This design comes from an exercise in tuning for small area, a short achievable clock period and few clock cycles per item on the open sky130 flow, not from production work. No run shown here included a check of the RTL's function; only the layout flow was run. No activity file was given, so power comes from the tool's default toggle rates.

$ cat design/flow/run.sh
#!/bin/bash
# synth_recipe.tcl (not shown) runs the flow's synth.tcl, then flattens the netlist and writes it again
# the make line also repeats each setting of config.mk as NAME=value (left out here)
make -C /OpenROAD-flow-scripts/flow DESIGN_CONFIG=/design/flow/config.mk WORK_HOME=/design/flow/orfs CLKGATE_MAP_FILE= SYNTH_SCRIPT=/design/flow/synth_recipe.tcl finish
$ cat design/flow/config.mk
export PLATFORM = sky130hd
export DESIGN_NAME = planar_pose_dead_reckoning_top
export DESIGN_NICKNAME = planar_pose_dead_reckoning_top
export VERILOG_FILES = /design/flow/design.v
export SDC_FILE = /design/flow/constraint.sdc
export NUM_CORES = 4
export LEC_CHECK = 0
export CAP_MARGIN = 20
export CORE_MARGIN = 2
export CORE_UTILIZATION = 55
export SETUP_SLACK_MARGIN = 5
export SLEW_MARGIN = 20
export TNS_END_PERCENT = 100
$ cat design/flow/constraint.sdc
create_clock -name core_clock -period 12.5 [get_ports {i_clk}]
set_input_delay 2.5000 -clock core_clock [delete_from_list [all_inputs] [get_ports {i_clk}]]
set_output_delay 2.5000 -clock core_clock [all_outputs]
set_load 0.01 [all_outputs]
$ cat design/flow/design.v
`timescale 1ns / 1ps
`default_nettype none
package ppdr_pkg;
    localparam int VEL_W  = 16;
    localparam int DT_W   = 20;
    localparam int POS_W  = 48;
    localparam int HEAD_W = 32;
    localparam int CORD_W = 32;
    localparam int TRIG_W = 25;
    localparam int T_W    = 36;
    localparam int ACC_W  = 40;
    localparam logic signed [CORD_W-1:0] CORDIC_GAIN = 32'sd652032874;
    localparam logic signed [CORD_W-1:0] ATAN0 = 32'sd536870912;
    localparam logic signed [CORD_W-1:0] ATAN1 = 32'sd316933406;
    localparam logic [ACC_W-1:0] POS_HALF = ACC_W'(64'd31250 << 24);
    localparam logic [13:0]      DIV_D    = 14'd15625;
    localparam logic [27:0]      ANG_SCALE = 28'd44798134;
    localparam logic [ACC_W-1:0] ANG_HALF  = ACC_W'(64'd1 << 27);
endpackage
`default_nettype wire
`timescale 1ns / 1ps
`default_nettype none
import ppdr_pkg::*;
module ppdr_cordic (
    input  logic              i_clk,
    input  logic              i_load,
    input  logic [HEAD_W-1:0] i_angle,
    input  logic              i_step,
    input  logic [4:0]        i_idx,
    output logic [TRIG_W-1:0] o_cos_mag,
    output logic              o_cos_neg,
    output logic [TRIG_W-1:0] o_sin_mag,
    output logic              o_sin_neg
);
    logic                     r_flip;
    logic signed [CORD_W-1:0] r_x;
    logic signed [CORD_W-1:0] r_y;
    logic signed [CORD_W-1:0] r_z;
    logic                     w_flip0;
    logic signed [CORD_W-1:0] w_z0;
    logic                     w_s0;
    logic                     w_s1;
    logic signed [CORD_W-1:0] w_x2;
    logic signed [CORD_W-1:0] w_y2;
    logic signed [CORD_W-1:0] w_z2;
    always_comb begin
        w_flip0 = (i_angle[31] ^ i_angle[30]) && (i_angle != 32'h4000_0000);
        w_z0    = signed'({i_angle[31] ^ w_flip0, i_angle[30:0]});
        w_s0    = !w_z0[CORD_W-1];
        w_s1    = w_s0 ? (w_z0 >= ATAN0) : (w_z0 >= -ATAN0);
        case ({w_s0, w_s1})
            2'b11: begin
                w_x2 = 32'sd326016437;  w_y2 = 32'sd978049311;
                w_z2 = w_z0 - (ATAN0 + ATAN1);
            end
            2'b10: begin
                w_x2 = 32'sd978049311;  w_y2 = 32'sd326016437;
                w_z2 = w_z0 - (ATAN0 - ATAN1);
            end
            2'b01: begin
                w_x2 = 32'sd978049311;  w_y2 = -32'sd326016437;
                w_z2 = w_z0 + (ATAN0 - ATAN1);
            end
            default: begin
                w_x2 = 32'sd326016437;  w_y2 = -32'sd978049311;
                w_z2 = w_z0 + (ATAN0 + ATAN1);
            end
        endcase
    end
    logic [31:0]              w_at;
    logic signed [CORD_W-1:0] w_xs;
    logic signed [CORD_W-1:0] w_ys;
    logic signed [CORD_W-1:0] w_xn;
    logic signed [CORD_W-1:0] w_yn;
    logic signed [CORD_W-1:0] w_zn;
    always_comb begin
        case (i_idx)
            5'd2:       w_at = 32'd167458907;
            5'd3:       w_at = 32'd85004756;
            5'd4:       w_at = 32'd42667331;
            5'd5:       w_at = 32'd21354465;
            5'd6:       w_at = 32'd10679838;
            5'd7:       w_at = 32'd5340245;
            5'd8:       w_at = 32'd2670163;
            5'd9:       w_at = 32'd1335087;
            5'd10:      w_at = 32'd667544;
            5'd11:      w_at = 32'd333772;
            5'd12:      w_at = 32'd166886;
            5'd13:      w_at = 32'd83443;
            5'd14:      w_at = 32'd41722;
            5'd15:      w_at = 32'd20861;
            5'd16:      w_at = 32'd10430;
            5'd17:      w_at = 32'd5215;
            5'd18:      w_at = 32'd2608;
            5'd19:      w_at = 32'd1304;
            5'd20:      w_at = 32'd652;
            5'd21:      w_at = 32'd326;
            5'd22:      w_at = 32'd163;
            5'd23:      w_at = 32'd81;
            default: w_at = 32'd0;
        endcase
    end
    assign w_xs = r_x >>> i_idx;
    assign w_ys = r_y >>> i_idx;
    always_comb begin
        if (!r_z[CORD_W-1]) begin
            w_xn = r_x - w_ys;
            w_yn = r_y + w_xs;
            w_zn = r_z - signed'(w_at);
        end else begin
            w_xn = r_x + w_ys;
            w_yn = r_y - w_xs;
            w_zn = r_z + signed'(w_at);
        end
    end
    always_ff @(posedge i_clk) begin
        if (i_load) begin
            r_x    <= w_x2;
            r_y    <= w_y2;
            r_z    <= w_z2;
            r_flip <= w_flip0;
        end else if (i_step) begin
            r_x <= w_xn;
            r_y <= w_yn;
            r_z <= w_zn;
        end
    end
    logic [CORD_W-1:0] w_xm;
    logic [CORD_W-1:0] w_ym;
    assign w_xm = (r_x[CORD_W-1] ? ~r_x : r_x) + (r_x[CORD_W-1] ? CORD_W'(33) : CORD_W'(32));
    assign w_ym = (r_y[CORD_W-1] ? ~r_y : r_y) + (r_y[CORD_W-1] ? CORD_W'(33) : CORD_W'(32));
    assign o_cos_mag = TRIG_W'(w_xm >> 6);
    assign o_cos_neg = r_x[CORD_W-1] ^ r_flip;
    assign o_sin_mag = TRIG_W'(w_ym >> 6);
    assign o_sin_neg = r_y[CORD_W-1] ^ r_flip;
endmodule
`default_nettype wire
`timescale 1ns / 1ps
`default_nettype none
import ppdr_pkg::*;
module planar_pose_dead_reckoning_top (
    input  logic                    i_clk,
    input  logic                    i_rst_n,
    input  logic                    i_valid,
    output logic                    o_ready,
    input  logic signed [VEL_W-1:0] i_linear_velocity,
    input  logic signed [VEL_W-1:0] i_angular_velocity,
    input  logic [DT_W-1:0]         i_step_time,
    output logic                    o_valid,
    input  logic                    i_ready,
    output logic signed [POS_W-1:0] o_pos_x,
    output logic signed [POS_W-1:0] o_pos_y,
    output logic [HEAD_W-1:0]       o_heading,
    output logic signed [VEL_W-1:0] o_speed_echo,
    output logic signed [VEL_W-1:0] o_turn_rate_echo,
    output logic                    o_saturated
);
    localparam logic [4:0] LAST   = 5'd22;
    localparam logic [4:0] B_LAST = 5'd20;
    logic                    a_valid;
    logic [4:0]              a_cnt;
    logic signed [VEL_W-1:0] r_v;
    logic signed [VEL_W-1:0] r_w;
    logic [DT_W-1:0]         r_dt;
    logic [T_W-1:0]          r_p;
    logic [ACC_W-1:0]        r_hacc;
    logic                    b_valid;
    logic [4:0]              b_cnt;
    logic [T_W-1:0]          r_t;
    logic [TRIG_W-1:0]       r_cm;
    logic [TRIG_W-1:0]       r_sm;
    logic                    r_xneg;
    logic                    r_yneg;
    logic [ACC_W-1:0]        r_ax;
    logic [ACC_W-1:0]        r_ay;
    logic signed [VEL_W-1:0] r_ev;
    logic signed [VEL_W-1:0] r_ew;
    logic                    r_sat;
    logic signed [POS_W-1:0] r_pos_x;
    logic signed [POS_W-1:0] r_pos_y;
    logic [HEAD_W-1:0]       r_head;
    logic                    r_oready;
    logic                    r_ovalid;
    logic                    w_xfer;
    logic                    n_a_valid;
    logic [4:0]              n_a_cnt;
    logic                    n_b_valid;
    logic [4:0]              n_b_cnt;
    logic [TRIG_W-1:0]       w_cos_mag;
    logic                    w_cos_neg;
    logic [TRIG_W-1:0]       w_sin_mag;
    logic                    w_sin_neg;
    assign w_xfer    = r_oready && a_valid;
    assign n_a_valid = r_oready ? i_valid : a_valid;
    assign n_a_cnt   = r_oready ? 5'd0 : ((a_cnt == LAST) ? LAST : a_cnt + 5'd1);
    assign n_b_valid = w_xfer || (b_valid && !(r_ovalid && i_ready));
    assign n_b_cnt   = w_xfer ? 5'd0 : ((b_cnt == B_LAST) ? B_LAST : b_cnt + 5'd1);
    ppdr_cordic u_cordic (
        .i_clk     (i_clk),
        .i_load    (r_oready),
        .i_angle   (a_valid ? r_hacc[HEAD_W-1:0] : r_head),
        .i_step    (a_cnt < 5'd22),
        .i_idx     (a_cnt + 5'd2),
        .o_cos_mag (w_cos_mag),
        .o_cos_neg (w_cos_neg),
        .o_sin_mag (w_sin_mag),
        .o_sin_neg (w_sin_neg)
    );
    logic [VEL_W-1:0] w_vmag;
    logic [VEL_W-1:0] w_wmag;
    logic [2:0]       w_dig;
    logic [T_W-1:0]   w_hb;
    logic [T_W-1:0]   w_horner;
    logic [1:0]       w_kdig;
    logic [ACC_W-1:0] w_hsum;
    logic [HEAD_W-1:0] w_head_new;
    assign w_vmag = r_v[VEL_W-1] ? VEL_W'(-r_v) : VEL_W'(r_v);
    assign w_wmag = r_w[VEL_W-1] ? VEL_W'(-r_w) : VEL_W'(r_w);
    always_comb begin
        case (a_cnt)
            5'd0:    w_dig = {2'b00, w_wmag[15]};
            5'd1:    w_dig = w_wmag[14:12];
            5'd2:    w_dig = w_wmag[11:9];
            5'd3:    w_dig = w_wmag[8:6];
            5'd4:    w_dig = w_wmag[5:3];
            5'd5:    w_dig = w_wmag[2:0];
            5'd13:   w_dig = {2'b00, w_vmag[15]};
            5'd14:   w_dig = w_vmag[14:12];
            5'd15:   w_dig = w_vmag[11:9];
            5'd16:   w_dig = w_vmag[8:6];
            5'd17:   w_dig = w_vmag[5:3];
            default: w_dig = w_vmag[2:0];
        endcase
        case (a_cnt)
            5'd0, 5'd13: w_hb = '0;
            5'd1, 5'd2, 5'd3, 5'd4, 5'd5: w_hb = r_p << 3;
            default: w_hb = r_t << 3;
        endcase
    end
    assign w_horner = w_hb + (T_W'(r_dt) * T_W'(w_dig));
    assign w_kdig = ANG_SCALE[{a_cnt - 5'd6, 1'b0} +: 2];
    assign w_hsum = r_hacc + (ACC_W'(r_p) * ACC_W'(w_kdig));
    assign w_head_new = r_w[VEL_W-1] ? (r_head - r_hacc[HEAD_W-1:0])
                                     : (r_head + r_hacc[HEAD_W-1:0]);
    logic [ACC_W-1:0] w_ax_mul;
    logic [ACC_W-1:0] w_ay_mul;
    logic [33:0]      w_ax_div;
    logic [33:0]      w_ay_div;
    assign w_ax_mul = (r_ax + (ACC_W'(r_t) * ACC_W'(r_cm[1:0]))) >> 2;
    assign w_ay_mul = (r_ay + (ACC_W'(r_t) * ACC_W'(r_sm[1:0]))) >> 2;
    function automatic logic [33:0] div4(input logic [33:0] a);
        logic [13:0] rem;
        logic [19:0] dq;
        logic [14:0] r;
        rem = a[33:20];
        dq  = a[19:0];
        for (int i = 0; i < 4; i++) begin
            r  = {rem, dq[19]};
            dq = {dq[18:0], 1'b0};
            if (r >= {1'b0, DIV_D}) begin
                rem   = 14'(r - {1'b0, DIV_D});
                dq[0] = 1'b1;
            end else begin
                rem = r[13:0];
            end
        end
        div4 = {rem, dq};
    endfunction
    assign w_ax_div = div4(r_ax[33:0]);
    assign w_ay_div = div4(r_ay[33:0]);
    logic                    w_sel_y;
    logic signed [POS_W-1:0] w_pos;
    logic [19:0]             w_q;
    logic                    w_neg;
    logic signed [POS_W:0]   w_d;
    logic signed [POS_W:0]   w_s;
    logic                    w_clip;
    logic [POS_W-1:0]        w_npos;
    assign w_sel_y = b_cnt[0];
    assign w_pos   = w_sel_y ? r_pos_y : r_pos_x;
    assign w_q     = w_sel_y ? r_ay[19:0] : r_ax[19:0];
    assign w_neg   = w_sel_y ? r_yneg : r_xneg;
    assign w_d     = w_neg ? -signed'((POS_W+1)'(w_q)) : signed'((POS_W+1)'(w_q));
    assign w_s     = signed'({w_pos[POS_W-1], w_pos}) + w_d;
    assign w_clip  = (w_s[POS_W] != w_s[POS_W-1]);
    assign w_npos  = w_clip ? {w_s[POS_W], {(POS_W-1){!w_s[POS_W]}}} : w_s[POS_W-1:0];
    always_ff @(posedge i_clk) begin
        if (!i_rst_n) begin
            a_valid  <= 1'b0;
            b_valid  <= 1'b0;
            a_cnt    <= LAST;
            b_cnt    <= B_LAST;
            r_oready <= 1'b1;
            r_ovalid <= 1'b0;
            r_pos_x  <= '0;
            r_pos_y  <= '0;
            r_head   <= '0;
        end else begin
            a_valid  <= n_a_valid;
            a_cnt    <= n_a_cnt;
            b_valid  <= n_b_valid;
            b_cnt    <= n_b_cnt;
            r_oready <= !n_a_valid || (n_a_cnt == LAST && !n_b_valid);
            r_ovalid <= n_b_valid && (n_b_cnt == B_LAST);
            if (w_xfer) begin
                r_head <= r_hacc[HEAD_W-1:0];
            end
            if (b_valid && b_cnt == 5'd18) begin
                r_pos_x <= w_npos;
            end
            if (b_valid && b_cnt == 5'd19) begin
                r_pos_y <= w_npos;
            end
        end
    end
    always_ff @(posedge i_clk) begin
        if (r_oready) begin
            r_v    <= i_linear_velocity;
            r_w    <= i_angular_velocity;
            r_dt   <= i_step_time;
            r_hacc <= ANG_HALF;
        end else begin
            if (a_cnt <= 5'd5) begin
                r_p <= w_horner;
            end
            if (a_cnt >= 5'd13 && a_cnt <= 5'd18) begin
                r_t <= w_horner;
            end
            if (a_cnt >= 5'd6 && a_cnt <= 5'd19) begin
                r_hacc <= w_hsum >> 2;
            end
            if (a_cnt == 5'd20) begin
                r_hacc[HEAD_W-1:0] <= w_head_new;
            end
        end
        if (w_xfer) begin
            r_cm   <= w_cos_mag;
            r_sm   <= w_sin_mag;
            r_xneg <= r_v[VEL_W-1] ^ w_cos_neg;
            r_yneg <= r_v[VEL_W-1] ^ w_sin_neg;
            r_ax   <= POS_HALF;
            r_ay   <= POS_HALF;
            r_ev   <= r_v;
            r_ew   <= r_w;
        end else begin
            if (b_cnt <= 5'd12) begin
                r_ax <= w_ax_mul;
                r_ay <= w_ay_mul;
                r_cm <= r_cm >> 2;
                r_sm <= r_sm >> 2;
            end else if (b_cnt <= 5'd17) begin
                r_ax[33:0] <= w_ax_div;
                r_ay[33:0] <= w_ay_div;
            end
            if (b_cnt == 5'd18) begin
                r_sat <= w_clip;
            end else if (b_cnt == 5'd19) begin
                r_sat <= r_sat | w_clip;
            end
        end
    end
    assign o_ready          = r_oready;
    assign o_valid          = r_ovalid;
    assign o_pos_x          = r_pos_x;
    assign o_pos_y          = r_pos_y;
    assign o_heading        = r_head;
    assign o_speed_echo     = r_ev;
    assign o_turn_rate_echo = r_ew;
    assign o_saturated      = r_sat;
endmodule
`default_nettype wire
==> impl_results.md, run 1 <==
- Maximum VDD drop: ~0.22 mV
- TritonCTS Buffers: 69
- Post-DP Area: about 56000 um2
- Sequential share of the synthesized area: a little over a quarter
- TritonCTS clock tree: built
- Fillers: around 8600
- Hold_sp: r_w[15]
- Root Buffer: clkbuf_16
- Area growth, synth to finish: 12.5%
- Starting Density: 55.3%
- CP Capture Type: flip-flop
- Yosys cell types: between 100 and 150
- Clk slew on worst S/H paths: 0.06 ns
- Worst skew pair latency: roughly 0.66 ns
- Die X: ~320 um
- Most frequent cells in the layout: 856 x nand2_1, 483 x nor2_1, 433 x a21oi_1
- Main flop type after synthesis: edfxtp_1
- Routed len/inst: 20.6 um
- Total GRT Usage: a little under a third
- # rows: 114
- Top Ports: approximately 220
- Final instance area: 59900 um2
- Vias per cell: about 6.2
- Final hold vios: 0
- Core ar.: 96300 um2
- Worst Path Buf+Inv: 2
- Die ar.: 99300 um2
- Setup tns final: 0 ns
- Crit. Startpoint: r_w[8]
- Most common library cell in the layout ignoring fill and taps: nand2_1
- Post-synth EDFFs: 303
- Setup CP Type: flip-flop to flip-flop
- PwrDens: 239 nW/um2
- Mapped Cells: 6510
- Syn avg cell area: between 8 and 9 um2
- Routed vias: 48600
- Drt drc: 0
- Reg2reg start: r_w[8]
- Fin. max-slew vios: 0
- Initial DRC count: 4351
- First-pass DRT Iterations: 6
- RSZ-0062 raised after global routing: false
- Mapped Area: between 50000 and 60000 um2
- Rel. slew slack: about a quarter
- Tmin final: 7.06 ns
- Fmax: 142 MHz
- First-pass GRT wire length: between 200000 and 300000 um
- ANT nets after route: 0
- GR Overflow Total: 0
- Slew at the pin closest to its max-slew limit: around 1.1 ns
- Port Buffers: 218
- Asr flop ratio synth: 0%
- Ant diodes: 0
- Req. time, crit path: around 13 ns
- Period utilization: 56.5%
- Cts hold-fix bufs: 0
- CP top delay family: compound AO/OA/AOI/OAI gates
- Yosys reg bits: between 500 and 600
- Final clock skew: between 0.02 and 0.03 ns
- Largest net degree at the start of global routing: approximately 90
- Fin util: a little over 60%
- Max-Cap Viols: 0
- Clock sink count: 554
- Arr. time, crit path: between 7 and 8 ns
- Setup violators final: 0
- Syn. warnings: 4
- Status: finished clean
- LEAKAGE: 24.4 nW
- Wirelength, routed: 163000 um
- Max stage delay on crit path: between 0.5 and 0.6 ns
- Slowest-stage cell, CP: or4_4
- Max Fanout on Critical Path: 6
- H-tree Lvls: 3
- Final #Nets: 7074
- Share of layout cells above drive strength 1: 8.83%
- Vias in the first global route: about 45000
- Post-Syn Nets: around 7000
- Post-DP HPWL: approximately 120000 um
- Die height: roughly 320 um
- GP Congestion: between 0.9 and 1
- Initial antenna violation count: 0
- Worst hold-check path type: flip-flop to flip-flop
- Crit start category: flip-flop
- Max clock buf depth: 3
==> report_power, final <==
group	total, mW	switching, mW	internal, mW
logic	9.37	5.58	3.78
clock network	2.10	0.844	1.25
registers	2.86	0.532	2.32
total	14.3	6.96	7.36
==> flip-flops by register name, summed over array words and instances (netlist names), 32 cells and up <==
name and flops:
r_pos_x 48, r_p 33, r_t 36, r_hacc 32, r_pos_y 48, u_cordic.r_z 32, u_cordic.r_x 32, u_cordic.r_y 32
r_head 32
==> synthesized netlist by cell type (20+ instances only) <==
master,n,share of area [%]
or4_1,20,0.28
nand4_1,23,0.27
and3_1,59,0.69
or2_2,33,0.39
o21ai_0,409,3.8
nor2_1,485,3.4
xor2_1,201,3.3
a21oi_1,444,4.2
o21a_1,66,0.93
nand2b_1,46,0.54
inv_1,388,2.7
nor3_1,195,1.8
ha_1,339,8.0
nand2_1,861,6.1
xnor2_1,350,5.8
mux2i_1,105,2.0
a22o_1,30,0.49
edfxtp_1,303,17
nor4_1,37,0.43
buf_1,54,0.38
a211oi_1,102,1.4
o21bai_1,40,0.56
dfxtp_1,251,9.4
a21boi_0,59,0.83
o22ai_1,79,0.93
a311oi_1,29,0.48
o31ai_1,60,0.85
clkbuf_1,281,2.0
or3_1,60,0.71
and2_1,51,0.60
mux4_2,43,1.8
fa_1,116,4.4
mux2_2,101,2.1
o211ai_1,43,0.61
a31oi_1,101,1.2
nor2b_1,43,0.51
nand3_1,141,1.3
a21o_1,87,1.2
a22oi_1,27,0.38
==> area by class of cell <==
type                    count  area, um2  area share [%]
well taps                1276       1600            2.67
clock buffers              96       1980            3.30
flip-flops and latches    554      14200            23.6
repair buffers            337       3300            5.52
clock inverters            28        343           0.573
inverters                 392       1490            2.49
multi-input cells        5209      37000            61.8
==> per-stage QoR <==
step           hold WS [ns]  cells  power, mW  setup WS, ns
6_report              0.447   7892       14.3          5.44
5_1_grt               0.480   7892       15.4          4.93
4_1_cts               0.447   7859       14.0          5.02
3_5_place_dp          0.434   7707       11.7          3.88
3_3_place_gp          0.432   7707       11.7          4.01
2_1_floorplan         0.424   6510       9.75          5.02
==> timing repair <==
action | CTS | global route
endpoints found under the setup margin | 171 | 165
pin swaps | 5 | 28
endpoints found under the hold margin | 0 | 0
setup buffers | 24 | 33
resized for setup | 50 | 102
gates cloned | 4 | 0
==> path summary, 6_finish.rpt <==
check	to	slack, ns	cells past startpoint
setup / recovery	r_p[31]	5.44	31
hold / removal	r_ew[15]	0.45	0
setup reg to reg	r_p[31]	5.44	31
hold reg to reg	r_ew[15]	0.45	0
==> worst register-to-register path: cells and delay by family (launching register included) <==
kind                       cells  cell delay, ns
adders and majority gates      4            1.46
buffers and inverters          2            0.14
AOI/OAI and AO/OA             17            2.75
xor gates and xnor gates       2            0.33
DFF                            1            0.43
and+or+nand+nor                6            1.68
==> logic make-up (layout without fill, tap and decap cells) <==
| group | Yosys count | in the layout | synth area share (%) |
|---|---|---|---|
| and+or+nand+nor | 2130 | 2130 | 18.3 |
| adders and majority gates | 463 | 463 | 12.5 |
| AOI/OAI and AO/OA | 1809 | 1812 | 22.2 |
| xor gates and xnor gates | 554 | 554 | 9.17 |
| buffers and inverters | 750 | 853 | 5.43 |
| muxes | 250 | 250 | 5.95 |
| DFF | 554 | 554 | 26.5 |
==> routing by layer <==
metal  part of all wire, %  global-route usage, %
met3                   5.3                   3.83
met2                    47                   53.4
met5                     0                      0
met4                   4.1                   12.3
met1                    43                   42.1
==> run 2: changes to the inputs <==
--- a/design/flow/config.mk
+++ b/design/flow/config.mk
@@ -7,7 +7,5 @@
 export LEC_CHECK = 0
 export CAP_MARGIN = 20
 export CORE_MARGIN = 2
-export CORE_UTILIZATION = 55
-export SETUP_SLACK_MARGIN = 5
+export CORE_UTILIZATION = 40
 export SLEW_MARGIN = 20
-export TNS_END_PERCENT = 100
==> impl_results.md, run 2 <==
- Most frequent cells in the layout: 857 x nand2_1, 484 x nor2_1, 440 x a21oi_1 (was 856 x nand2_1, 483 x nor2_1, 433 x a21oi_1)
- Port Buffers: 218 (unchanged)
- Worst skew pair latency: 0.69 ns (was 0.66 ns)
- Max stage delay on crit path: 0.84 ns (was 0.55 ns)
- Initial DRC count: 4225 (was 4351)
- Starting Density: 40.4% (was 55.3%)
- ANT nets after route: 0 (unchanged)
- Vias in the first global route: 46100 (was 45400)
- Period utilization: 77.2% (was 56.5%)
- Most common cell in the netlist: nand2_1 (unchanged)
- Area growth, synth to finish: 11.5% (was 12.5%)
- Crit start category: flip-flop (unchanged)
- Max Fanout on Critical Path: 20 (was 6)
- Slew at the pin closest to its max-slew limit: 1.13 ns (about the same)
- Tmin final: 9.65 ns (was 7.06 ns)
- Most used cell, CP: o21ai_0
- CP top delay family: compound AO/OA/AOI/OAI gates (unchanged)
- CP Capture Type: flip-flop (unchanged)
- Yosys cell types: 114 (unchanged)
- Die ar.: 136000 um2 (was 99300 um2)
- Footprint of the multi-input gates: 36400 um2 (was 37000 um2)
- Max-Cap Viols: 0 (unchanged)
- Arr. time, crit path: 10.05 ns (was 7.45 ns)
- GP Congestion: 0.944 (was 0.949)
- Vias per cell: 5.84 (was 6.15)
- Clk slew on worst S/H paths: 0.06 ns (about the same)
- First-pass GRT wire length: 265000 um (was 255000 um)
- Final clock skew: 0.0422 ns (was 0.0293 ns)
- Final #Nets: 7017 (was 7074)
- Asr flop ratio synth: 0% (unchanged)
- Crit. Startpoint: a_cnt[0] (was r_w[8])
- Final instance area: 59300 um2 (was 59900 um2)
- Total GRT Usage: 24.2% (was 31.9%)
- Routed vias: 48600 (about the same)
- Post-synth EDFFs: 303 (unchanged)
- Fin. max-slew vios: 0 (unchanged)
- Setup violators final: 0 (unchanged)
- Post-DP HPWL: 127000 um (was 119000 um)
- Clock sink count: 554 (unchanged)
- Share of layout cells above drive strength 1: 6.78% (was 8.83%)
- Pre-CTS setup slack: 2.86 ns (was 3.88 ns)
- TritonCTS Buffers: 72 (was 69)
- Tot Pwr: 14.1 mW (was 14.3 mW)
- R2R depth: 33 (was 31)
- # Post-CTS Setup Buffers: 0 (was 24)
- Setup crit end: r_p[31] (unchanged)
- Syn. warnings: 4 (unchanged)
- Req. time, crit path: 12.89 ns (about the same)
- Register area: 14100 um2 (was 14200 um2)
- Die height: 369 um (was 315 um)
- Maximum VDD drop: 0.193 mV (was 0.224 mV)
- Most common library cell in the layout ignoring fill and taps: nand2_1 (unchanged)
- Setup ws final: 2.85 ns (was 5.44 ns)
- Routed len/inst: 20.4 um (was 20.6 um)
- Initial antenna violation count: 14 (was 0)
- Syn avg cell area: 8.18 um2 (unchanged)
- Synth area leader: edfxtp_1 (unchanged)
- Cts hold-fix bufs: 0 (unchanged)
- Post-CTS resize count: 0 (was 50)
- Post-synth top area share: 17.1% (unchanged)
- Largest regs: r_pos_x: 48 flops, r_pos_y: 48 flops, r_t: 36 flops (unchanged)
- Final hold vios: 0 (unchanged)
- Commonest cells in the synthesized netlist: 861 x nand2_1, 485 x nor2_1, 444 x a21oi_1, 409 x o21ai_0, 388 x inv_1 (unchanged)
- # rows: 133 (was 114)
- CP Depth: 33 (was 31)
- Fin util: 45.0% (was 62.2%)
- Core ar.: 132000 um2 (was 96300 um2)
- Yosys reg bits: 554 (unchanged)
- Terminus of the critical flop-to-flop path: r_p[31] (unchanged)
- Reg2reg start: a_cnt[0] (was r_w[8])
- LEAKAGE: 23.9 nW (was 24.4 nW)
- Worst Path Buf+Inv: 3 (was 2)
- GR Overflow Total: 0 (unchanged)
- Wirelength, routed: 169000 um (was 163000 um)
- Setup CP Type: flip-flop to flip-flop (unchanged)
- RSZ-0062 raised after global routing: false (unchanged)
- PwrDens: 238 nW/um2 (was 239 nW/um2)
- Max clock buf depth: 3 (unchanged)
- Top post-synthesis cells by area: edfxtp_1 17%, dfxtp_1 9.4%, ha_1 8.0%, nand2_1 6.1%, xnor2_1 5.8% (unchanged)
- Mapped Cells: 6510 (unchanged)
- Sequential share of the synthesized area: 26.5% (unchanged)
- Rel. slew slack: 24.1% (was 24.3%)
- Fillers: 13100 (was 8624)
- Fmax: 104 MHz (was 142 MHz)
- Post-Syn Nets: 7021 (unchanged)
- Largest net degree at the start of global routing: 89 (was 88)
- Top Ports: 219 (unchanged)
- TritonCTS clock tree: built (unchanged)
- Worst reg-to-reg setup slack: 2.85 ns (was 5.44 ns)
- Slowest-stage cell, CP: a2111oi_2 (was or4_4)
- H-tree Lvls: 3 (unchanged)
- Setup tns final: 0 ns (unchanged)
- Worst hold-check path type: flip-flop to flip-flop (unchanged)
- Post-DP Area: 56800 um2 (was 56300 um2)
- Die X: 369 um (was 315 um)
- Root Buffer: clkbuf_16 (unchanged)
- Drt drc: 0 (unchanged)
- Status: finished clean (unchanged)
- First-pass DRT Iterations: 6 (unchanged)
- Mapped Area: 53200 um2 (unchanged)
- Main flop type after synthesis: edfxtp_1 (unchanged)
==> run 2: changes by cell type in the layout (fill, tap and decap cells not counted), moves of 7 or more <==
cell | before | now
a21oi_1 | 433 | 440
a31oi_1 | 94 | 101
buf_12 | 8 | 0
dfxtp_1 | 239 | 246
o21ai_1 | 22 | 10
buf_4 | 101 | 63
nor3_1 | 187 | 194
o21ai_0 | 391 | 408
==> run 2: layout make-up <==
class	count	area share, %
antenna	2	0.00844
clock buffer	87	3.20
clock inverter	45	0.981
inverter	392	2.48
multi-input combinational	5206	61.3
sequential	554	23.8
tap	1755	3.70
timing repair buffer	280	4.46
==> run 2: worst min-delay path by stage <==
stage | start | end | slack (ns) | cells after the start
after floorplan | r_w[15] | r_ew[15] | 0.42 | 0
after global placement | r_ax[34] | r_ax[34] | 0.44 | 2
after detailed placement | r_ay[34] | r_ay[34] | 0.45 | 2
after CTS | r_ay[34] | r_ay[34] | 0.46 | 2
after global routing | r_ax[34] | r_ax[34] | 0.48 | 2
final | r_ax[34] | r_ax[34] | 0.45 | 2
==> run 2: cell families after synthesis <==
| logic type | Yosys count | synth area share [%] |
|---|---|---|
| xor+xnor | 554 | 9.17 |
| mux | 250 | 5.95 |
| simple gates | 2130 | 18.3 |
| buf+inv | 750 | 5.43 |
| fa+ha+maj | 463 | 12.5 |
| flops | 554 | 26.5 |
| compound gates | 1809 | 22.2 |
==> run 2: where the power goes <==
part,switching (mW),internal (mW)
combinational,5.41,3.60
sequential,0.545,2.32
clock,0.930,1.29
total,6.89,7.21
==> run 2: through the flow <==
| step | cells | hold WS (ns) |
|---|---|---|
| 2_1_floorplan | 6510 | 0.424 |
| 3_3_place_gp | 8187 | 0.443 |
| 3_5_place_dp | 8187 | 0.450 |
| 4_1_cts | 8319 | 0.459 |
| 5_1_grt | 8319 | 0.481 |
| 6_report | 8321 | 0.454 |
==> run 2: layer usage <==
| metal | GRT usage [%] | wire length (um) | vias up | share of wire, % |
|---|---|---|---|---|
| met5 | 0 | 146 | - | 0.086 |
| met4 | 6.48 | 4530 | 18 | 2.7 |
| met3 | 3.72 | 10800 | 286 | 6.4 |
| met2 | 38.8 | 76100 | 1519 | 45 |
| met1 | 33.9 | 77900 | 23300 | 46 |
| li1 | - | - | 23400 | - |
==> run 2: worst reg2reg max path, delay by kind of cell (launching register included) <==
| kind | cells | cell delay [ns] |
|---|---|---|
| buf+inv | 3 | 0.59 |
| xor+xnor | 1 | 0.15 |
| simple gates | 6 | 1.33 |
| fa+ha+maj | 5 | 2.17 |
| compound gates | 18 | 4.56 |
| flops | 1 | 0.58 |

separate check: timing with driven ports:
No port has a modelled driver above. Below, the same layouts with a new extraction and two added sets of constraints. Step 1 sets driving cells, clkbuf_16 on the clock port and buf_2 on the other inputs (assumed; they add their load-dependent delay and slew). Step 2 adds t to the input delays and takes it off the output delays; t is the mean of the earliest and latest rising clock arrival at the registers after step 1. Input paths then give back, and output paths get back, about the clock's delay inside the block. a / b / c = ideal ports / drivers / drivers and shift; a / b = the first two.
| run | t (ns) | setup slack, ns | worst hold slack (ns) | worst setup path at the end | worst data-port slew with drivers (ns) |
|---|---|---|---|---|---|
| run 1 | 0.725 | 5.435 / 5.435 / 5.435 | 0.447 / 0.447 / 0.447 | register to register | 0.08 |
| run 2 | 0.740 | 2.846 / 2.846 / 2.846 | 0.454 / 0.454 / 0.454 | register to register | 0.17 |
After both steps every run listed still meets setup and hold.
